Context: an optimization exercise on an open-source flow, tuned for small area. The choices shown serve that exercise and are no tape-out recipe.
Only simulation tests tie the RTL to the original design; equivalence was not proved.
No activity file was given, so power comes from the tool's default toggle rates.

Design dsp_core, start of the top module:
module dsp_core (
	input logic clk,
	input logic reset,
	input logic tick,
	input dsp_pkg::sample_t sample_in,
	input dsp_pkg::command_t command,
	output dsp_pkg::sample_t sample_out,
	output logic ready,
	output dsp_pkg::block_count_t n_blocks_running,
	output logic [31 : 0] commits_accepted
);
	logic [4 : 0] ph5;
	logic [3 : 0] ph;
	logic half;
	assign ph = ph5[3 : 0];
	assign half = ph5[4];
	logic flush;
	logic in_pass;
	logic fixlast;
	logic samp;
	logic [1 : 0] fr;
	logic [3 : 0] k;
	logic pend_i;
	logic pend_r;
	logic rt;
	logic f0, f1, f2, fixf;
	assign f0 = in_pass && fr == 2'd0;
	assign f1 = in_pass && fr == 2'd1;
	assign f2 = in_pass && fr == 2'd2;
	assign fixf = fixlast || (f0 && !samp);
	assign ready = ph5 == 5'd31 && !in_pass && !fixlast;
	logic acc_tick, acc_cmd, cmd_iw, cmd_rw;
	assign cmd_iw = ready && command.instr_write;
	assign cmd_rw = ready && command.reg_write;
	assign acc_tick = ready && tick;
	assign acc_cmd = cmd_iw || cmd_rw;
	logic [3 : 0] f_src_a, f_src_b, f_src_c, f_dest;
  ...
Size in the first run: roughly 1300 flip-flops, roughly 130 I/O pins, about 32000 µm² of cells after synthesis.
export LEC_CHECK = 0
export CAP_MARGIN = 20
export CORE_MARGIN = 2
export CORE_UTILIZATION = 40
export CTS_BUF_LIST = sky130_fd_sc_hd__clkbuf_16
export CTS_CLUSTER_DIAMETER = 100
export CTS_CLUSTER_SIZE = 32
export SLEW_MARGIN = 20
create_clock -name core_clock -period 10.0 [get_ports {clk}]
run.sh (not shown) runs the stock make flow with config.mk's settings and CLKGATE_MAP_FILE= SYNTH_SCRIPT=/design/flow/synth_recipe.tcl, a recipe that flattens the netlist after the stock synthesis.
Change:
- CTS_BUF_LIST: sky130_fd_sc_hd__clkbuf_16 -> unset
- CTS_CLUSTER_DIAMETER: 100 -> unset
- CTS_CLUSTER_SIZE: 32 -> unset
Die area does not change.
Final cell count goes up by a few percent.
Area after synthesis does not change.
Worst hold slack degrades by 0.019 ns.
Critical path depth does not change.
Global-route usage goes up by 0.62 points.
Core utilization climbs by 3.2 points.
First-iteration DRC count is higher by a few percent.
Change:
==> flow/flow/run.sh (new file) <==
#!/bin/bash
# The standard ORFS layout (standard.sh, which also runs the standard synthesis), with two
# arguments changed: ports are buffered with the smallest buffer, and clock tree synthesis
# inserts no dummy loads. Each tool's output is kept in the ORFS logs under orfs/logs/.
set -euo pipefail
export BUFFER_PORTS_ARGS="-buffer_cell sky130_fd_sc_hd__buf_1"
export CTS_ARGS="-sink_clustering_enable -repair_clock_nets -sink_clustering_size 18 -sink_clustering_max_diameter 80 -buf_list sky130_fd_sc_hd__clkbuf_8 -dont_use_dummy_load"
bash standard.sh finish > standard_flow.log 2>&1
==> flow/standard.sh (new file) <==
#!/bin/bash
# synth_recipe.tcl (not shown) runs the flow's synth.tcl, then flattens the netlist and writes it again
# the make line also repeats each setting of config.mk as NAME=value (left out here)
make -C /OpenROAD-flow-scripts/flow DESIGN_CONFIG=/design/flow/config.mk WORK_HOME=/design/flow/orfs CLKGATE_MAP_FILE= SYNTH_SCRIPT=/design/flow/synth_recipe.tcl "${@:-finish}"
- CTS_BUF_LIST: unset -> sky130_fd_sc_hd__clkbuf_8
- CTS_CLUSTER_DIAMETER: unset -> 80
- CTS_CLUSTER_SIZE: unset -> 18
removed: flow/run.sh
=> Worst setup slack loses 0.041 ns. Non-clock buffer count shrinks by 1. Wire length shrinks by 2.3%. Clock power shrinks by 51%. Final area shrinks by 9.4%. Die area stays the same. Synthesized cell count does not change. Via count shrinks by 1.8%.
Change:
==> flow/run.sh (new file) <==
#!/bin/bash
# synth_recipe.tcl (not shown) runs the flow's synth.tcl, then flattens the netlist and writes it again
# the make line also repeats each setting of config.mk as NAME=value (left out here)
make -C /OpenROAD-flow-scripts/flow DESIGN_CONFIG=/design/flow/config.mk WORK_HOME=/design/flow/orfs CLKGATE_MAP_FILE= SYNTH_SCRIPT=/design/flow/synth_recipe.tcl finish
removed: flow/flow/run.sh
removed: flow/standard.sh
Outcome: Wire length barely changes. Sequential cell count is unchanged. Setup slack improved by 0.072 ns. Global-route usage grows by 0.11 points.

port drivers added, routing unchanged:
No port has a modelled driver above. Below, the same layouts with a new extraction and two added sets of constraints.
Step 1: set_driving_cell puts a clkbuf_16 on clk and a buf_2 on each other input, an assumption about the parent block.
Step 2 adds t to the input delays and takes it off the output delays; t is the mean of the earliest and latest rising clock arrival at the registers after step 1. Input paths then give back, and output paths get back, about the clock's delay inside the block.
Slacks: ideal ports / drivers / drivers and shift; pairs: ideal ports / drivers.
| run | shift t [ns] | setup WS [ns] | clock arrival spread, ns |
|---|---|---|---|
| the first run | 0.668 | 3.121 / 3.121 / 3.121 | 0.036 / 0.036 |
| the second run | 0.716 | 3.080 / 3.080 / 3.080 | 0.035 / 0.035 |
| the third run | 0.713 | 3.039 / 3.039 / 3.039 | 0.102 / 0.101 |
| the fourth run | 0.738 | 3.110 / 3.110 / 3.110 | 0.055 / 0.055 |
After both steps every run listed still meets setup and hold.
